Source: an optimization exercise on an open RTL-to-GDS flow (aim: small area, a short achievable clock period and few clock cycles). Production flows keep margins and buffers that such runs may drop.
Function was checked by simulation only, so behaviour that the tests miss may differ from the original.
Power figures rest on the tool's default switching activity, not on a simulated workload.

==> flow/design.v <==
package rv_pkg;
   localparam logic [6:0] OPC_OP     = 7'b0110011;
   localparam logic [6:0] OPC_OP_IMM = 7'b0010011;
   localparam logic [6:0] OPC_LOAD   = 7'b0000011;
   localparam logic [6:0] OPC_STORE  = 7'b0100011;
   localparam logic [6:0] OPC_BRANCH = 7'b1100011;
   localparam logic [6:0] OPC_JALR   = 7'b1100111;
   localparam logic [6:0] OPC_LUI    = 7'b0110111;
endpackage
`timescale 1ns/10ps
module rv_alu (
   input  logic [64-1:0] a,
   input  logic [64-1:0] b,
   input  logic                sub,
   output logic [64-1:0] sum,
   output logic                lt,
   output logic                eq
);
   logic [64:0] s65;
   assign s65 = {a, 1'b1} + {b ^ {64{sub}}, sub};
   assign sum = s65[64:1];
   assign lt  = (a[64-1] ^ b[64-1]) ? a[64-1] : sum[64-1];
   assign eq  = (a == b);
endmodule
`timescale 1ns/10ps
module rv_regfile (
   input  logic                  CLK,
   input  logic                  RESET,
   input  logic [5-1:0] rs1,
   input  logic [5-1:0] rs2,
   input  logic [5-1:0] rd,
   input  logic                  we,
   input  logic [64-1:0]   wdata,
   output logic [64-1:0]   rdata1,
   output logic [64-1:0]   rdata2
);
   logic [64-1:0] regs [32];
   assign rdata1 = regs[rs1];
   assign rdata2 = regs[rs2];
   always_ff @(posedge CLK or posedge RESET)
   begin
      if (RESET)
      begin
         for (int i = 0; i < 32; i++)
            regs[i] <= '0;
      end
      else if (we && (rd != '0))
         regs[rd] <= wdata;
   end
endmodule
`timescale 1ns/10ps
import rv_pkg::*;
module rv_core (
   input  logic                CLK,
   input  logic                RESET,
   output logic [64-1:0] imem_addr,
   input  logic [31:0]         imem_rdata,
   output logic [64-1:0] dmem_addr,
   output logic [64-1:0] dmem_wdata,
   output logic                dmem_re,
   output logic                dmem_we,
   input  logic [64-1:0] dmem_rdata
);
   localparam int XL = 64;
   logic [XL-1:0] pcf;           
   logic          vd;            
   logic          ex_wr, ex_ld, ex_sd, ex_br, ex_jalr, ex_pred;
   logic          ex_sub, ex_slt, ex_f3_2, ex_f3_0;
   logic [4:0]    ex_rd;
   logic [3:0]    ex_sa;         
   logic [4:0]    ex_sb;         
   logic [3:0]    ex_ss;         
   logic [XL-1:0] ex_a, ex_b;
   logic [31:0]   ex_imm;
   logic [XL-1:0] ex_tgt;        
   logic          mem_wr, mem_re, mem_we;
   logic [4:0]    mem_rd;
   logic [XL-1:0] mem_res, mem_wdata;
   logic          wb_wr, wb_ld;
   logic [4:0]    wb_rd;
   logic [XL-1:0] wb_res;
   logic [XL-1:0] w3_data;       
   logic [31:0]   ir;
   logic [6:0]    opc;
   logic [2:0]    f3;
   logic [4:0]    rd, rs1, rs2;
   logic          d_op, d_opi, d_lui, d_ld, d_sd, d_br, d_jalr;
   logic          d_wr, d_use1, d_use2, d_slt, d_sub, d_immb;
   logic [31:0]   d_imm;
   logic [XL-1:0] rf1, rf2;
   logic [XL-1:0] d_pc, d_btgt;
   logic [XL-1:0] wb_data;
   assign ir  = imem_rdata;
   assign opc = ir[6:0];
   assign f3  = ir[14:12];
   assign rd  = ir[11:7];
   assign rs1 = ir[19:15];
   assign rs2 = ir[24:20];
   assign d_op   = (opc == OPC_OP)     && (f3 == 3'd0 || f3 == 3'd2);
   assign d_opi  = (opc == OPC_OP_IMM) && (f3 == 3'd0 || f3 == 3'd2);
   assign d_lui  = (opc == OPC_LUI);
   assign d_ld   = (opc == OPC_LOAD)   && (f3 == 3'd3);
   assign d_sd   = (opc == OPC_STORE)  && (f3 == 3'd3);
   assign d_br   = (opc == OPC_BRANCH) && (f3[1] == 1'b0);
   assign d_jalr = (opc == OPC_JALR)   && (f3 == 3'd0);
   assign d_wr   = (d_op || d_opi || d_lui || d_ld || d_jalr) && (rd != 5'd0);
   assign d_use1 = d_op || d_opi || d_ld || d_sd || d_br || d_jalr;
   assign d_use2 = d_op || d_sd || d_br;
   assign d_slt  = (d_op || d_opi) && f3[1];
   assign d_sub  = d_slt || d_br || (d_op && ir[30]);
   assign d_immb = d_opi || d_lui || d_ld || d_sd || d_jalr;
   always_comb
   begin
      if (d_lui)
         d_imm = {ir[31:12], 12'h000};
      else if (d_sd)
         d_imm = {{20{ir[31]}}, ir[31:25], ir[11:7]};
      else
         d_imm = {{20{ir[31]}}, ir[31:20]};
   end
   assign d_pc   = pcf - XL'(4);
   assign d_btgt = d_pc + {{(XL-13){ir[31]}}, ir[31], ir[7], ir[30:25], ir[11:8], 1'b0};
   rv_regfile u_regfile (
      .CLK    (CLK),
      .RESET  (RESET),
      .rs1    (rs1),
      .rs2    (rs2),
      .rd     (wb_rd),
      .we     (wb_wr),
      .wdata  (wb_data),
      .rdata1 (rf1),
      .rdata2 (rf2)
   );
   logic h1_1, h2_1, h3_1, h1_2, h2_2, h3_2;
   logic [3:0] sa, ss;
   logic [4:0] sb;
   logic haz, redirect, issue, pred;
   assign h1_1 = ex_wr  && (ex_rd  == rs1);
   assign h2_1 = mem_wr && (mem_rd == rs1);
   assign h3_1 = wb_wr  && (wb_rd  == rs1);
   assign h1_2 = ex_wr  && (ex_rd  == rs2);
   assign h2_2 = mem_wr && (mem_rd == rs2);
   assign h3_2 = wb_wr  && (wb_rd  == rs2);
   assign haz = (d_use1 && ((h1_1 && ex_ld) || (!h1_1 && h2_1 && mem_re))) ||
                (d_use2 && ((h1_2 && ex_ld) || (!h1_2 && h2_2 && mem_re)));
   always_comb
   begin
      sa = 4'b0000;
      if (d_use1)
      begin
         if (h1_1)      sa = 4'b0010;
         else if (h2_1) sa = 4'b0100;
         else if (h3_1) sa = 4'b1000;
         else           sa = 4'b0001;
      end
      ss = 4'b0001;
      if (h1_2)      ss = 4'b0010;
      else if (h2_2) ss = 4'b0100;
      else if (h3_2) ss = 4'b1000;
      sb = d_immb ? 5'b10000 : {1'b0, ss};
   end
   assign issue = vd && !redirect && !haz;
   assign pred  = issue && d_br && ir[31];
   logic [XL-1:0] imm64, opa, opb, ops, sum, res, ex_target;
   logic          lt, eq, cond;
   assign imm64 = {{(XL-32){ex_imm[31]}}, ex_imm};
   assign opa = ({XL{ex_sa[0]}} & ex_a) | ({XL{ex_sa[1]}} & mem_res) |
                ({XL{ex_sa[2]}} & wb_res) | ({XL{ex_sa[3]}} & w3_data);
   assign opb = ({XL{ex_sb[0]}} & ex_b) | ({XL{ex_sb[1]}} & mem_res) |
                ({XL{ex_sb[2]}} & wb_res) | ({XL{ex_sb[3]}} & w3_data) |
                ({XL{ex_sb[4]}} & imm64);
   assign ops = ({XL{ex_ss[0]}} & ex_b) | ({XL{ex_ss[1]}} & mem_res) |
                ({XL{ex_ss[2]}} & wb_res) | ({XL{ex_ss[3]}} & w3_data);
   rv_alu u_alu (
      .a   (opa),
      .b   (opb),
      .sub (ex_sub),
      .sum (sum),
      .lt  (lt),
      .eq  (eq)
   );
   assign cond      = ex_f3_2 ? (lt ^ ex_f3_0) : (eq ^ ex_f3_0);
   assign redirect  = ex_jalr || (ex_br && (cond != ex_pred));
   assign ex_target = ex_jalr ? {sum[XL-1:1], 1'b0} : ex_tgt;
   always_comb
   begin
      if (ex_slt)
         res = {{(XL-1){1'b0}}, lt};
      else if (ex_jalr)
         res = ex_tgt;
      else
         res = sum;
   end
   assign wb_data = wb_ld ? dmem_rdata : wb_res;
   always_ff @(posedge CLK or posedge RESET)
   begin
      if (RESET)
      begin
         pcf     <= 64'h0000_0000_0000_0000;
         vd      <= 1'b0;
         ex_wr   <= 1'b0;
         ex_ld   <= 1'b0;
         ex_sd   <= 1'b0;
         ex_br   <= 1'b0;
         ex_jalr <= 1'b0;
         mem_wr  <= 1'b0;
         mem_re  <= 1'b0;
         mem_we  <= 1'b0;
         wb_wr   <= 1'b0;
         wb_ld   <= 1'b0;
      end
      else
      begin
         if (redirect)
         begin
            pcf <= ex_target;
            vd  <= 1'b0;
         end
         else if (vd && haz)
         begin
            pcf <= d_pc;    
            vd  <= 1'b0;
         end
         else if (pred)
         begin
            pcf <= d_btgt;
            vd  <= 1'b0;
         end
         else
         begin
            pcf <= pcf + XL'(4);
            vd  <= 1'b1;
         end
         ex_wr   <= issue && d_wr;
         ex_ld   <= issue && d_ld;
         ex_sd   <= issue && d_sd;
         ex_br   <= issue && d_br;
         ex_jalr <= issue && d_jalr;
         mem_wr  <= ex_wr;
         mem_re  <= ex_ld;
         mem_we  <= ex_sd;
         wb_wr   <= mem_wr;
         wb_ld   <= mem_re;
      end
   end
   always_ff @(posedge CLK)
   begin
      ex_rd   <= rd;
      ex_pred <= pred;
      ex_sub  <= d_sub;
      ex_slt  <= d_slt;
      ex_f3_2 <= f3[2];
      ex_f3_0 <= f3[0];
      ex_sa   <= sa;
      ex_sb   <= sb;
      ex_ss   <= ss;
      ex_a    <= rf1;
      ex_b    <= rf2;
      ex_imm  <= d_imm;
      ex_tgt  <= (d_jalr || pred) ? pcf : d_btgt;
      mem_rd    <= ex_rd;
      mem_res   <= res;
      mem_wdata <= ops;
      wb_rd  <= mem_rd;
      wb_res <= mem_res;
      w3_data <= wb_data;
   end
   assign imem_addr  = pcf;
   assign dmem_addr  = mem_res;
   assign dmem_wdata = mem_wdata;
   assign dmem_re    = mem_re;
   assign dmem_we    = mem_we;
endmodule
==> flow/run.sh <==
#!/bin/bash
# synth_recipe.tcl (not shown) runs the flow's synth.tcl, then flattens the netlist and writes it again
# the make line also repeats each setting of config.mk as NAME=value (left out here)
make -C /OpenROAD-flow-scripts/flow DESIGN_CONFIG=/design/flow/config.mk WORK_HOME=/design/flow/orfs CLKGATE_MAP_FILE= SYNTH_SCRIPT=/design/flow/synth_recipe.tcl finish
==> flow/config.mk <==
export PLATFORM = sky130hd
export DESIGN_NAME = rv_core
export DESIGN_NICKNAME = rv_core
export VERILOG_FILES = /design/flow/design.v
export SDC_FILE = /design/flow/constraint.sdc
export NUM_CORES = 4
export LEC_CHECK = 0
export CAP_MARGIN = 30
export CELL_PAD_IN_SITES_DETAIL_PLACEMENT = 1
export CELL_PAD_IN_SITES_GLOBAL_PLACEMENT = 2
export CORE_MARGIN = 2
export CORE_UTILIZATION = 30
export PLACE_DENSITY = 0.5
export SLEW_MARGIN = 40
==> flow/constraint.sdc <==
create_clock -name core_clock -period 6.7 [get_ports {CLK}]
set_input_delay 1.3400 -clock core_clock [delete_from_list [all_inputs] [get_ports {CLK}]]
set_output_delay 1.3400 -clock core_clock [all_outputs]
set_load 0.01 [all_outputs]
==> results of run 1 <==
power by group:
group          internal, mW  total [mW]  leakage (nW)  switching, mW
clock network          11.4        19.4          5.62           8.06
logic                  2.90        8.72          29.8           5.82
registers              16.9        18.9          23.5           2.01
total                  31.2        47.1          59.0           15.9
flip-flops by register name, summed over array words and instances (netlist names), 32 cells and up:
register / cells
u_regfile.regs: 2048
ex_a: 64
ex_b: 64
ex_tgt: 64
mem_res: 64
mem_wdata: 64
pcf: 64
w3_data: 64
wb_res: 64
ex_imm: 32
worst register-to-register path, cell delays in order, from the launching register on:
cell and delay (ps):
dfrtp_1 380, or4_4 570, or4_4 480, or3_4 370, nor3_1 250, nand2b_1 260, or4_1 500, xnor2_1 320
ha_1 360, a21oi_1 170, o21ai_0 130, o32a_1 410, o31ai_2 370, buf_4 180, nand4b_1 250, a311oi_2 470
buf_4 220, mux2i_1 240, o2111a_1 190, o21ai_0 80, a22o_1 220
Yosys cell counts (153+ instances only):
cell type  count  share of area, %
clkbuf_1    1252               3.7
a22oi_1      994               5.9
nor2_1      1593               4.7
dfrtp_1     2123                42
o21ai_0      846               3.3
dfxtp_1      513               8.1
nand3_1      245              0.97
xnor2_1      234               1.6
nand4_1      306               1.5
a221oi_1     652               4.5
nand2_1     1208               3.6
a22o_1       653               4.5
a21oi_1     1682               6.6
xor2_1       153               1.1
metal layers:
layer	vias to the layer above	global-route usage (%)	part of all wire, %
met2	7809	61.4	43
met4	48	19.5	5.7
met5	-	0	0.037
li1	50672	-	-
met1	67513	54.3	42
met3	2014	9.62	9.4
timing repair:
action	CTS	global route
gates resized for setup	3	3
pin swaps	0	0
setup endpoints to repair	3	6
cell usage in the layout (no fill, tap or decap), drive strengths merged, types with 30 or more instances in the layout:
cell | Yosys | layout
a21o | 64 | 64
a21oi | 1682 | 1682
a221oi | 652 | 652
a222oi | 31 | 31
a22o | 653 | 653
a22oi | 994 | 994
buf | 133 | 655
bufinv | 0 | 35
clkbuf | 1252 | 471
clkdlybuf4s50 | 0 | 290
clkinv | 1 | 81
dfrtp | 2123 | 2123
dfxtp | 513 | 513
diode | 0 | 48
ha | 127 | 127
inv | 132 | 145
mux2 | 45 | 45
mux2i | 104 | 104
nand2 | 1208 | 1208
nand3 | 246 | 246
nand4 | 306 | 306
nor2 | 1594 | 1594
nor2b | 34 | 34
nor3 | 58 | 58
nor3b | 39 | 39
nor4 | 36 | 36
o211ai | 37 | 37
o21ai | 846 | 846
o21bai | 30 | 30
o221ai | 30 | 30
o32a | 130 | 130
xnor2 | 235 | 235
xor2 | 153 | 153
stage by stage:
| stage | util, % | area [µm²] | setup TNS (ps) |
|---|---|---|---|
| 4_1_cts | 36.2 | 152000 | 0 |
| 2_1_floorplan | - | 127000 | - |
| 3_5_place_dp | 33.5 | 141000 | -166 |
| 3_3_place_gp | 33.2 | 140000 | -1570 |
| 5_1_grt | 36.3 | 153000 | 0 |
| 6_report | 36.3 | 153000 | 0 |
cell type report:
class                           count  share of cell area (%)
Sequential cell                  2636                    41.5
Multi-Input combinational cell   9620                    38.9
Timing Repair Buffer              945                    7.03
Clock buffer                      471                    6.27
Tap cell                         5640                    4.62
Clock inverter                    142                    1.20
Inverter                          133                   0.331
Antenna cell                       48                  0.0786
cells by family (layout without fill, tap and decap cells):
family / count (synthesis) / count (layout) / synth area share (%)
DFF: 2636 / 2636 / 49.9
buffers and inverters: 1518 / 1691 / 4.53
adders and majority gates: 129 / 129 / 1.28
xor gates and xnor gates: 388 / 388 / 2.68
and+or+nand+nor: 3674 / 3674 / 12.4
other: 0 / 48 / 0
muxes: 149 / 149 / 1.22
AOI/OAI and AO/OA: 5280 / 5280 / 27.9
worst paths after layout:
path | startpoint | endpoint | slack (ps) | cells past startpoint
worst max-delay path | pcf[16]$_DFF_PP0_ | pcf[62]$_DFF_PP0_ | 160 | 20
worst min-delay path | ex_sd$_DFF_PP0_ | mem_we$_DFF_PP0_ | 360 | 0
worst max register to register | pcf[16]$_DFF_PP0_ | pcf[62]$_DFF_PP0_ | 160 | 20
worst min register to register | ex_sd$_DFF_PP0_ | mem_we$_DFF_PP0_ | 360 | 0
max in group asynchronous | RESET | u_regfile.regs[31][23]$_DFFE_PP0P_ | 4260 | 6
min in group asynchronous | RESET | wb_ld$_DFF_PP0_ | 970 | 3
==> out/metrics.yaml, run 1 <==
outcome: "timing/DRC/antenna clean"
fin_worst_skew_ps: 58.8
setup_ws_ps: 159
tritoncts: "done"
finalCritPeriodShare_pct: 97.6
cp_slowest_stage_delay_ps: 570
syn_nets: 14000
die_y_um: 654
gr-usage-all-layers_pct: 40.6
worst-endpoint-arrival_ps: 7390
cts.sinks: 2636
dpl.hpwl_um: 559000
route.vias.total: 128056
path_delay_family: "simple AND/OR/NAND/NOR gates"
netlist_instances: 13774
ys.flop_type: "dfrtp_1"
grt-ovfl-total: 0
grt_max_degree: 136
power.density_nw_per_um2: 308
holdWs_ps: 363
seqCellArea_um2: 63500
ctsLongestPathBuffers: 4
post_drt_wl_per_cell_um: 45.5
placed_cells: 18966
cts_root_buf: "clkbuf_16"
min_period_ps: 6540
cts_buffers: 333
ys_seq_area_share_pct: 49.9
setup.worst_path.end_class: "register"
max-cap-violations: 0
finalWeightedCongestion: 0.968
cp_slowest_cell: "or4_4"
post-place-ws_ps: -77.4
drive_gt1_share_pct: 10.7
drtPass1Iterations: 7
timing.fmax_mhz: 153
n_fill_cell: 46705
remaining_drc_errors: 0
synth_area_per_cell_um2: 9.22
postCtsSetupBuffers: 0
tightest_slew_ps: 996
syn2layout_area_growth_pct: 20.4
setup_viol: 0
setup.worst_path.start_class: "register"
slew_viol_final: 0
clock_latency_ps: 1010
instances_no_fill: 19635
nets: 13895
drt_wl_total_um: 894000
grt_pass1_vias: 125441
drtIter0Drc: 17855
core_um2: 421000
critical_path_class: "reg2reg"
antenna_found_initial: 112
die_w_um: 654
synth_edf_count: 0
hold_violations: 0
h-tree-depth: 5
synth-async-reset-ratio_pct: 80.5
synth_seq_cells: 2636
maxSlewHeadroom_pct: 33.2
grt_first_pass_wirelength_um: 1180000
hp-class: "reg2reg"
cp.buffers_inverters: 2
rows: 238
p_total_mw: 47.1
num_io_pins: 292
holdBufCountCts: 0
clkTransAtPathRegs_ps: 60
p_leak_nw: 59.0
syn_area_um2: 127000
portBuffers: 291
worstPathMaxFanout: 5
vias_per_cell: 6.52
postRouteAntennaNets: 0
cp_cell_sequence: "or4_4, or4_4, or3_4, nor3_1, nand2b_1, or4_1, xnor2_1, ha_1, a21oi_1, o21ai_0, o32a_1, o31ai_2, buf_4, nand4b_1, a311oi_2, buf_4, mux2i_1, o2111a_1, o21ai_0, a22o_1"
yosys_warnings: 3
start_util_pct: 30.2
rsz0062_at_grt: "no"
synth_cell_types: 81
crit_required_ps: 7550
dieArea_um2: 428000
peakVddDrop_mv: 0.209
multiInputGateArea_um2: 59500
Testbench counts, summed over its fixed seeds: cycles 23,254.
==> run 2: changes to the inputs <==
--- a/flow/design.v
+++ b/flow/design.v
@@ -33,17 +33,24 @@
    input  logic [64-1:0]   wdata,
    output logic [64-1:0]   rdata1,
-   output logic [64-1:0]   rdata2
+   output logic [64-1:0]   rdata2,
+   output logic                  valid1,
+   output logic                  valid2
 );
-   logic [64-1:0] regs [32];
+   logic [64-1:0]      regs [1:32-1];
+   logic [32-1:0] written;
    assign rdata1 = regs[rs1];
    assign rdata2 = regs[rs2];
+   assign valid1 = written[rs1];
+   assign valid2 = written[rs2];
    always_ff @(posedge CLK or posedge RESET)
    begin
       if (RESET)
-      begin
-         for (int i = 0; i < 32; i++)
-            regs[i] <= '0;
-      end
+         written <= '0;
       else if (we && (rd != '0))
+         written[rd] <= 1'b1;
+   end
+   always_ff @(posedge CLK)
+   begin
+      if (we && (rd != '0))
          regs[rd] <= wdata;
    end
@@ -64,4 +71,5 @@
    localparam int XL = 64;
    logic [XL-1:0] pcf;           
+   logic [XL-1:0] pcd;           
    logic          vd;            
    logic          ex_wr, ex_ld, ex_sd, ex_br, ex_jalr, ex_pred;
@@ -89,4 +97,5 @@
    logic [31:0]   d_imm;
    logic [XL-1:0] rf1, rf2;
+   logic          rv1, rv2;
    logic [XL-1:0] d_pc, d_btgt;
    logic [XL-1:0] wb_data;
@@ -119,5 +128,5 @@
          d_imm = {{20{ir[31]}}, ir[31:20]};
    end
-   assign d_pc   = pcf - XL'(4);
+   assign d_pc   = pcd;
    assign d_btgt = d_pc + {{(XL-13){ir[31]}}, ir[31], ir[7], ir[30:25], ir[11:8], 1'b0};
    rv_regfile u_regfile (
@@ -130,5 +139,7 @@
       .wdata  (wb_data),
       .rdata1 (rf1),
-      .rdata2 (rf2)
+      .rdata2 (rf2),
+      .valid1 (rv1),
+      .valid2 (rv2)
    );
    logic h1_1, h2_1, h3_1, h1_2, h2_2, h3_2;
@@ -152,7 +163,7 @@
          else if (h2_1) sa = 4'b0100;
          else if (h3_1) sa = 4'b1000;
-         else           sa = 4'b0001;
+         else           sa = {3'b000, rv1};
       end
-      ss = 4'b0001;
+      ss = {3'b000, rv2};
       if (h1_2)      ss = 4'b0010;
       else if (h2_2) ss = 4'b0100;
@@ -246,4 +257,5 @@
    always_ff @(posedge CLK)
    begin
+      pcd     <= pcf;
       ex_rd   <= rd;
       ex_pred <= pred;
--- a/flow/config.mk
+++ b/flow/config.mk
@@ -12,3 +12,4 @@
 export CORE_UTILIZATION = 30
 export PLACE_DENSITY = 0.5
+export SETUP_SLACK_MARGIN = 3.0
 export SLEW_MARGIN = 40
==> out/metrics.yaml, run 2 <==
outcome: "timing/DRC/antenna clean"  # unchanged
drtPass1Iterations: 7  # unchanged
setup_viol: 0  # unchanged
rsz0062_at_grt: "yes"  # was no
syn2layout_area_growth_pct: 23.1  # was 20.4%
drive_gt1_share_pct: 34.6  # was 10.7%
grt-ovfl-total: 0  # unchanged
cts_buffers: 322  # was 333
post_drt_wl_per_cell_um: 38.2  # was 45.5 µm
ys_seq_area_share_pct: 58.5  # was 49.9%
nets: 8691  # was 13895
drtIter0Drc: 7545  # was 17855
postRouteAntennaNets: 0  # unchanged
synth_edf_count: 1984  # was 0
rows: 238  # unchanged
syn_area_um2: 126000  # was 127000 µm²
synthTopCellsByArea: "edfxtp_1 (47%), mux4_2 (21%), dfxtp_1 (9.2%)"  # was dfrtp_1 (42%), dfxtp_1 (8.1%), a21oi_1 (6.6%)
antenna_found_initial: 65  # was 112
timing.fmax_mhz: 201  # was 153 MHz
clkTransAtPathRegs_ps: 60  # about the same
synth_commonest_cells: "edfxtp_1 (1984), mux4_2 (1172), dfxtp_1 (577)"  # was dfrtp_1 (2123), a21oi_1 (1682), nor2_1 (1593)
synth-async-reset-ratio_pct: 4.01  # was 80.5%
synth_area_per_cell_um2: 16.1  # was 9.22 µm²
grt_pass1_vias: 86083  # was 125441
fin_worst_skew_ps: 53.6  # was 58.8 ps
synth_seq_cells: 2668  # was 2636
peakVddDrop_mv: 0.186  # was 0.209 mV
setup.worst_path.start_class: "register"  # unchanged
yosys_warnings: 2  # was 3
fin_util_pct: 37.0  # was 36.3%
power.density_nw_per_um2: 257  # was 308 nW/µm²
hold_violations: 0  # unchanged
setup_ws_ps: 1730  # was 159 ps
start_util_pct: 30.1  # was 30.2%
die_y_um: 652  # was 654 µm
drt_wl_total_um: 544000  # was 894000 µm
cts.sinks: 2668  # was 2636
min_period_ps: 4970  # was 6540 ps
synth_cell_types: 100  # was 81
hp-class: "reg2reg"  # unchanged
crit_required_ps: 7530  # was 7550 ps
layout.cells.most_common_list: "edfxtp_1 (1984), mux4_2 (1172), dfxtp_1 (557), nand2_1 (413), a22oi_1 (336)"  # was dfrtp_1 (2121), a21oi_1 (1682), nor2_1 (1513), nand2_1 (1194), a22oi_1 (994)
ctsLongestPathBuffers: 4  # unchanged
tightest_slew_ps: 954  # was 996 ps
num_io_pins: 292  # unchanged
worst-endpoint-arrival_ps: 5800  # was 7390 ps
dieArea_um2: 426000  # was 428000 µm²
remaining_drc_errors: 0  # unchanged
grt_max_degree: 114  # was 136
netlist_instances: 7823  # was 13774
cts_root_buf: "clkbuf_16"  # unchanged
portBuffers: 291  # unchanged
worstPathMaxFanout: 6  # was 5
tritoncts: "done"  # unchanged
synth_top_area_share_pct: 47.2  # was 41.9%
slew_viol_final: 0  # unchanged
ys.flop_type: "edfxtp_1"  # was dfrtp_1
holdBufCountCts: 0  # unchanged
largest_reg_flops: 1984  # was 2048
place_area_um2: 138000  # was 141000 µm²
timing.setup.tns_ps: 0  # unchanged
design_area_um2: 155000  # was 153000 µm²
finalWeightedCongestion: 0.906  # was 0.968
yosysMostFrequentCell: "edfxtp_1"  # was dfrtp_1
post-place-ws_ps: 794  # was -77.4 ps
finalCritPeriodShare_pct: 74.2  # was 97.6%
syn_nets: 8053  # was 14000
clock_latency_ps: 960  # was 1010 ps
die_w_um: 652  # was 654 µm
core_um2: 419000  # was 421000 µm²
route.vias.total: 81252  # was 128056
grt_first_pass_wirelength_um: 742000  # was 1180000 µm
h-tree-depth: 5  # unchanged
gr-usage-all-layers_pct: 25.1  # was 40.6%
max-cap-violations: 0  # unchanged
dpl.hpwl_um: 347000  # was 559000 µm
setup.worst_path.end_class: "register"  # unchanged
p_leak_nw: 57.9  # was 59.0 nW
top_register: "u_regfile.regs"  # unchanged
layout_commonest_cell: "edfxtp_1"  # was dfrtp_1
maxSlewHeadroom_pct: 36.2  # was 33.2%
vias_per_cell: 5.70  # was 6.52
synth_top_area_cell: "edfxtp_1"  # was dfrtp_1
critical_path_class: "reg2reg"  # unchanged
-- run 2: layer usage --
layer	vias up	global-route usage (%)	routed length, µm
met1	44683	34.0	234000
met5	-	0	49
met2	2571	41.7	261000
met4	8	8.82	23000
li1	33294	-	-
met3	696	2.89	26100
-- run 2: per-stage QoR --
step	power (mW)	hold WS (ps)	std cells
detailed placement	22.3	348	13388
floorplan	20.8	331	7823
global route	41.2	411	14251
global placement	22.3	340	13378
CTS	40.2	400	14185
finish	39.9	390	14265
-- run 2: critical path: stages, from the launching register on --
cell	delay, ps
dfxtp_4	410
buf_12	160
buf_12	140
buf_8	140
a22oi_2	190
nand3_2	130
xnor2_2	190
ha_4	330
nand4_1	300
nor4_2	350
buf_4	230
o41a_1	220
buf_12	160
nor3_4	60
o31ai_4	270
and2_4	220
nand4_4	130
buf_12	190
nand3_4	110
buf_12	190
buf_12	130
buf_8	110
buf_6	90
mux2i_2	230
o22ai_1	110
-- run 2: path summary, 6_finish.rpt --
kind / startpoint / to / slack, ps / depth (start not counted)
max in group asynchronous: RESET / pcf[29]$_DFF_PP0_ / 4710 / 3
worst min-delay path: ex_sd$_DFF_PP0_ / mem_we$_DFF_PP0_ / 390 / 0
worst max-delay path: ex_sb[2]$_SDFF_PP0_ / pcf[18]$_DFF_PP0_ / 1730 / 24
worst max register to register: ex_sb[2]$_SDFF_PP0_ / pcf[18]$_DFF_PP0_ / 1730 / 24
worst min register to register: ex_sd$_DFF_PP0_ / mem_we$_DFF_PP0_ / 390 / 0
min in group asynchronous: RESET / u_regfile.written[26]$_DFFE_PP0P_ / 790 / 2
-- run 2: power breakdown --
part	leakage [nW]	internal (mW)	switching [mW]
clock	5.16	10.4	7.40
combinational	24.2	1.52	2.04
sequential	28.6	18.0	0.538
total	57.9	29.9	9.98
-- run 2: area by class of cell --
| cell class | count | area, µm² |
|---|---|---|
| antenna | 18 | 45.0 |
| clock inverter | 155 | 1610 |
| multi-input combinational | 4527 | 53300 |
| sequential | 2668 | 73900 |
| timing repair buffer | 879 | 10200 |
| tap | 5520 | 6910 |
| inverter | 63 | 249 |
| clock buffer | 435 | 8940 |
| fill | 41595 | 264000 |
-- run 2: cell families (layout without fill, tap and decap cells) --
| kind of cell | count (synthesis) | after routing | share of synthesized area, % |
|---|---|---|---|
| flip-flops | 2668 | 2668 | 58.5 |
| multiplexers | 1629 | 1629 | 24.8 |
| AO/OA/AOI/OAI | 1257 | 1257 | 6.85 |
| AND/OR/NAND/NOR | 1179 | 1179 | 4.27 |
| buffers and inverters | 628 | 1532 | 1.97 |
| XOR/XNOR | 330 | 330 | 2.29 |
| adder cells (fa/ha/maj) | 132 | 132 | 1.32 |
| other | 0 | 18 | 0 |
-- run 2: what timing repair did --
item                       4_1_cts  5_1_grt
cloned                          18        1
setup buffers                  189       58
pin swaps                      135      179
setup endpoints to repair     1937      670
resized for setup              458      279
Testbench counts of run 2, summed over its fixed seeds: cycles 23,254.
==> run 3: changes to the inputs <==
--- a/flow/design.v
+++ b/flow/design.v
@@ -76,9 +76,6 @@
    logic          ex_sub, ex_slt, ex_f3_2, ex_f3_0;
    logic [4:0]    ex_rd;
-   logic [3:0]    ex_sa;         
-   logic [4:0]    ex_sb;         
-   logic [3:0]    ex_ss;         
-   logic [XL-1:0] ex_a, ex_b;
-   logic [31:0]   ex_imm;
+   logic          ex_fa, ex_fb, ex_fs;    
+   logic [XL-1:0] ex_a, ex_b, ex_s;       
    logic [XL-1:0] ex_tgt;        
    logic          mem_wr, mem_re, mem_we;
@@ -88,5 +85,4 @@
    logic [4:0]    wb_rd;
    logic [XL-1:0] wb_res;
-   logic [XL-1:0] w3_data;       
    logic [31:0]   ir;
    logic [6:0]    opc;
@@ -144,7 +140,6 @@
    );
    logic h1_1, h2_1, h3_1, h1_2, h2_2, h3_2;
-   logic [3:0] sa, ss;
-   logic [4:0] sb;
    logic haz, redirect, issue, pred;
+   logic [XL-1:0] d_a, d_s;
    assign h1_1 = ex_wr  && (ex_rd  == rs1);
    assign h2_1 = mem_wr && (mem_rd == rs1);
@@ -155,32 +150,17 @@
    assign haz = (d_use1 && ((h1_1 && ex_ld) || (!h1_1 && h2_1 && mem_re))) ||
                 (d_use2 && ((h1_2 && ex_ld) || (!h1_2 && h2_2 && mem_re)));
-   always_comb
-   begin
-      sa = 4'b0000;
-      if (d_use1)
-      begin
-         if (h1_1)      sa = 4'b0010;
-         else if (h2_1) sa = 4'b0100;
-         else if (h3_1) sa = 4'b1000;
-         else           sa = {3'b000, rv1};
-      end
-      ss = {3'b000, rv2};
-      if (h1_2)      ss = 4'b0010;
-      else if (h2_2) ss = 4'b0100;
-      else if (h3_2) ss = 4'b1000;
-      sb = d_immb ? 5'b10000 : {1'b0, ss};
-   end
+   assign d_a = ({XL{d_use1 && h2_1}} & mem_res) |
+                ({XL{d_use1 && !h2_1 && h3_1}} & wb_data) |
+                ({XL{d_use1 && !h2_1 && !h3_1 && rv1}} & rf1);
+   assign d_s = ({XL{h2_2}} & mem_res) |
+                ({XL{!h2_2 && h3_2}} & wb_data) |
+                ({XL{!h2_2 && !h3_2 && rv2}} & rf2);
    assign issue = vd && !redirect && !haz;
    assign pred  = issue && d_br && ir[31];
-   logic [XL-1:0] imm64, opa, opb, ops, sum, res, ex_target;
+   logic [XL-1:0] opa, opb, ops, sum, res, ex_target;
    logic          lt, eq, cond;
-   assign imm64 = {{(XL-32){ex_imm[31]}}, ex_imm};
-   assign opa = ({XL{ex_sa[0]}} & ex_a) | ({XL{ex_sa[1]}} & mem_res) |
-                ({XL{ex_sa[2]}} & wb_res) | ({XL{ex_sa[3]}} & w3_data);
-   assign opb = ({XL{ex_sb[0]}} & ex_b) | ({XL{ex_sb[1]}} & mem_res) |
-                ({XL{ex_sb[2]}} & wb_res) | ({XL{ex_sb[3]}} & w3_data) |
-                ({XL{ex_sb[4]}} & imm64);
-   assign ops = ({XL{ex_ss[0]}} & ex_b) | ({XL{ex_ss[1]}} & mem_res) |
-                ({XL{ex_ss[2]}} & wb_res) | ({XL{ex_ss[3]}} & w3_data);
+   assign opa = ex_fa ? mem_res : ex_a;
+   assign opb = ex_fb ? mem_res : ex_b;
+   assign ops = ex_fs ? mem_res : ex_s;
    rv_alu u_alu (
       .a   (opa),
@@ -259,16 +239,16 @@
       pcd     <= pcf;
       ex_rd   <= rd;
-      ex_pred <= pred;
+      ex_pred <= ir[31];    
       ex_sub  <= d_sub;
       ex_slt  <= d_slt;
       ex_f3_2 <= f3[2];
       ex_f3_0 <= f3[0];
-      ex_sa   <= sa;
-      ex_sb   <= sb;
-      ex_ss   <= ss;
-      ex_a    <= rf1;
-      ex_b    <= rf2;
-      ex_imm  <= d_imm;
-      ex_tgt  <= (d_jalr || pred) ? pcf : d_btgt;
+      ex_fa   <= d_use1 && h1_1;
+      ex_fb   <= !d_immb && h1_2;
+      ex_fs   <= h1_2;
+      ex_a    <= d_a;
+      ex_b    <= d_immb ? {{(XL-32){d_imm[31]}}, d_imm} : d_s;
+      ex_s    <= d_s;
+      ex_tgt  <= (d_jalr || (d_br && ir[31])) ? pcf : d_btgt;
       mem_rd    <= ex_rd;
       mem_res   <= res;
@@ -276,5 +256,4 @@
       wb_rd  <= mem_rd;
       wb_res <= mem_res;
-      w3_data <= wb_data;
    end
    assign imem_addr  = pcf;
==> out/metrics.yaml, run 3 <==
outcome: "timing/DRC/antenna clean"  # unchanged
syn_nets: 8275  # was 8053
finalWeightedCongestion: 0.868  # was 0.906
p_leak_nw: 54.2  # was 57.9 nW
ys.flop_type: "edfxtp_1"  # unchanged
syn_area_um2: 127000  # was 126000 µm²
grt_max_degree: 108  # was 114
tightest_slew_ps: 951  # was 954 ps
synthTopCellsByArea: "edfxtp_1 (47%), mux4_2 (21%), dfxtp_1 (8.4%)"  # was edfxtp_1 (47%), mux4_2 (21%), dfxtp_1 (9.2%)
cts_buffers: 320  # was 322
ys_seq_area_share_pct: 57.5  # was 58.5%
finalCritPeriodShare_pct: 68.1  # was 74.2%
dpl.hpwl_um: 363000  # was 347000 µm
n_fill_cell: 41851  # was 41595
layout.cells.most_common_list: "edfxtp_1 (1984), mux4_2 (1172), dfxtp_1 (503), nand2_1 (376), mux2i_1 (360)"  # was edfxtp_1 (1984), mux4_2 (1172), dfxtp_1 (557), nand2_1 (413), a22oi_1 (336)
ctsLongestPathBuffers: 4  # unchanged
synth_top_area_share_pct: 47.0  # was 47.2%
grt-ovfl-total: 0  # unchanged
worstPathMaxFanout: 12  # was 6
vias_per_cell: 5.64  # was 5.70
clkTransAtPathRegs_ps: 70  # was 60 ps
setup.worst_path.start_class: "register"  # unchanged
layout_commonest_cell: "edfxtp_1"  # unchanged
timing.fmax_mhz: 219  # was 201 MHz
fin_worst_skew_ps: 34.7  # was 53.6 ps
setup_ws_ps: 2130  # was 1730 ps
clock_latency_ps: 950  # was 960 ps
slew_viol_final: 0  # unchanged
power.density_nw_per_um2: 265  # was 257 nW/µm²
maxSlewHeadroom_pct: 36.2  # about the same
place_area_um2: 139000  # was 138000 µm²
postRouteAntennaNets: 0  # unchanged
peakVddDrop_mv: 0.204  # was 0.186 mV
largest_reg_flops: 1984  # unchanged
tritoncts: "done"  # unchanged
remaining_drc_errors: 0  # unchanged
synth_area_per_cell_um2: 15.8  # was 16.1 µm²
synth_cell_types: 95  # was 100
hold_violations: 0  # unchanged
gr-usage-all-layers_pct: 25.8  # was 25.1%
drt_wl_total_um: 564000  # was 544000 µm
crit_start: "ex_fb$_DFF_P_"  # was ex_sb[2]$_SDFF_PP0_
synth_seq_cells: 2626  # was 2668
drive_gt1_share_pct: 31.5  # was 34.6%
synth_top_area_cell: "edfxtp_1"  # unchanged
r2r-start: "ex_fb$_DFF_P_"  # was ex_sb[2]$_SDFF_PP0_
cts_root_buf: "clkbuf_16"  # unchanged
yosys_warnings: 2  # unchanged
instances_no_fill: 14535  # was 14265
antenna_found_initial: 57  # was 65
nets: 8837  # was 8691
grt_pass1_vias: 85421  # was 86083
synth_commonest_cells: "edfxtp_1 (1984), mux4_2 (1172), dfxtp_1 (535)"  # was edfxtp_1 (1984), mux4_2 (1172), dfxtp_1 (577)
worst-endpoint-arrival_ps: 5360  # was 5800 ps
crit_required_ps: 7490  # was 7530 ps
hp-class: "reg2reg"  # unchanged
portBuffers: 291  # unchanged
route.vias.total: 81956  # was 81252
start_util_pct: 30.2  # was 30.1%
post-place-ws_ps: 844  # was 794 ps
h-tree-depth: 5  # unchanged
core_um2: 421000  # was 419000 µm²
num_io_pins: 292  # unchanged
rows: 238  # unchanged
holdBufCountCts: 0  # unchanged
post_drt_wl_per_cell_um: 38.8  # was 38.2 µm
syn2layout_area_growth_pct: 21.5  # was 23.1%
grt_first_pass_wirelength_um: 762000  # was 742000 µm
synth_edf_count: 1984  # unchanged
placed_cells: 13718  # was 13388
top_register: "u_regfile.regs"  # unchanged
design_area_um2: 154000  # was 155000 µm²
critical_path_class: "reg2reg"  # unchanged
drtPass1Iterations: 6  # was 7
die_w_um: 654  # was 652 µm
timing.setup.tns_ps: 0  # unchanged
yosysMostFrequentCell: "edfxtp_1"  # unchanged
max-cap-violations: 0  # unchanged
setup_viol: 0  # unchanged
synth-async-reset-ratio_pct: 4.07  # was 4.01%
netlist_instances: 8045  # was 7823
cts.sinks: 2626  # was 2668
min_period_ps: 4570  # was 4970 ps
die_y_um: 654  # was 652 µm
fin_util_pct: 36.6  # was 37.0%
setup.worst_path.end_class: "register"  # unchanged
rsz0062_at_grt: "yes"  # unchanged
drtIter0Drc: 8172  # was 7545
worstHoldStart: "ex_sd$_DFF_PP0_"  # unchanged
dieArea_um2: 428000  # was 426000 µm²
[run 3: logic make-up (layout without fill, tap and decap cells)]
group / after synthesis / in the layout / synth area share (%)
flops: 2626 / 2626 / 57.5
mux: 1790 / 1790 / 25.9
compound gates: 1267 / 1267 / 6.38
simple gates: 1107 / 1108 / 3.93
buf+inv: 736 / 1563 / 2.27
xor+xnor: 387 / 387 / 2.67
fa+ha+maj: 132 / 132 / 1.31
other cells: 0 / 22 / 0
[run 3: metrics by stage]
step	power, mW	hold slack, ps
final	40.9	354
after floorplan	21.3	331
after global placement	23.4	342
after global routing	42.2	366
after detailed placement	23.4	356
after CTS	41.2	361
[run 3: cell type report]
cell class	instances	area [µm²]	share of cell area, %
Multi-Input combinational cell	4684	53500	34.7
Antenna cell	22	55.1	0.0357
Tap cell	5640	7060	4.58
Clock inverter	124	1200	0.779
Clock buffer	464	9140	5.93
Sequential cell	2626	73000	47.4
Timing Repair Buffer	823	9500	6.17
Inverter	152	588	0.382
[run 3: path summary, 6_finish.rpt]
check / cells past startpoint / endpoint / slack [ps]
max: 21 / pcf[13]$_DFF_PP0_ / 2130
min: 0 / mem_we$_DFF_PP0_ / 350
max reg2reg: 21 / pcf[13]$_DFF_PP0_ / 2130
min reg2reg: 0 / mem_we$_DFF_PP0_ / 350
max in group asynchronous: 4 / pcf[37]$_DFF_PP0_ / 5060
min in group asynchronous: 3 / u_regfile.written[30]$_DFFE_PP0P_ / 780
[run 3: what timing repair did]
item | CTS | global route
gates cloned | 17 | 3
setup buffers | 138 | 48
pin swaps | 105 | 74
gates resized for setup | 369 | 130
endpoints found under the setup margin | 1991 | 552
[run 3: power by group]
part | leakage (nW) | total [mW] | switching, mW | internal [mW]
clock | 5.07 | 17.5 | 7.32 | 10.2
sequential | 25.0 | 18.6 | 0.693 | 17.9
combinational | 24.1 | 4.82 | 2.76 | 2.06
total | 54.2 | 40.9 | 10.8 | 30.1
[run 3: metal layers]
layer	vias up	GRT usage, %	share of wire (%)
li1	33602	-	-
met3	600	3.05	5.0
met1	45174	36.4	45
met2	2578	42.0	47
met5	-	0	0.0023
met4	2	7.27	3.1
[run 3: critical path: stages, from the launching register on]
cell and delay (ps):
dfxtp_4 380, buf_8 160, buf_16 160, mux2i_1 220
xnor2_1 130, ha_4 300, buf_4 160, nand2_1 100
o21ai_0 390, a22oi_1 150, a21oi_2 150, buf_4 160
o211ai_1 130, nor2b_4 170, o311a_4 370, nor4b_4 300
buf_4 170, nor2b_4 50, buf_12 150, nand2_8 120
bufbuf_16 330, o221ai_1 140
Testbench counts of run 3, summed over its fixed seeds: cycles 23,254.

re-timing with driven ports:
In the flow no input, the clock included, has a driving cell. The finished layouts below were timed again as built, in two steps. Step 1: set_driving_cell puts a clkbuf_16 on CLK and a buf_2 on each other input, an assumption about the parent block. Step 2 times the ports against the registers' clock, not the clock port: input delays grow and output delays shrink by t, the midpoint of the rising clock arrivals with the driver on. a / b / c = ideal ports / drivers / drivers and shift; a / b = the first two.
run	t (ns)	setup slack, ns	worst hold slack (ns)	slew at the worst register clock pin (ns)	worst slew at a driven data input, ns
run 1	1.089	0.159 / 0.159 / 0.159	0.363 / 0.363 / 0.363	0.07 / 0.07	0.26
run 2	1.042	1.728 / 1.728 / 1.002	0.390 / 0.390 / 0.390	0.07 / 0.07	0.23
run 3	1.050	2.134 / 2.134 / 1.619	0.354 / 0.354 / 0.354	0.07 / 0.07	0.28
After both steps every run listed still meets setup and hold. For run 2, which loses most, drivers alone change the setup slack by 0.000 ns; drivers and shift together by -0.726 ns.
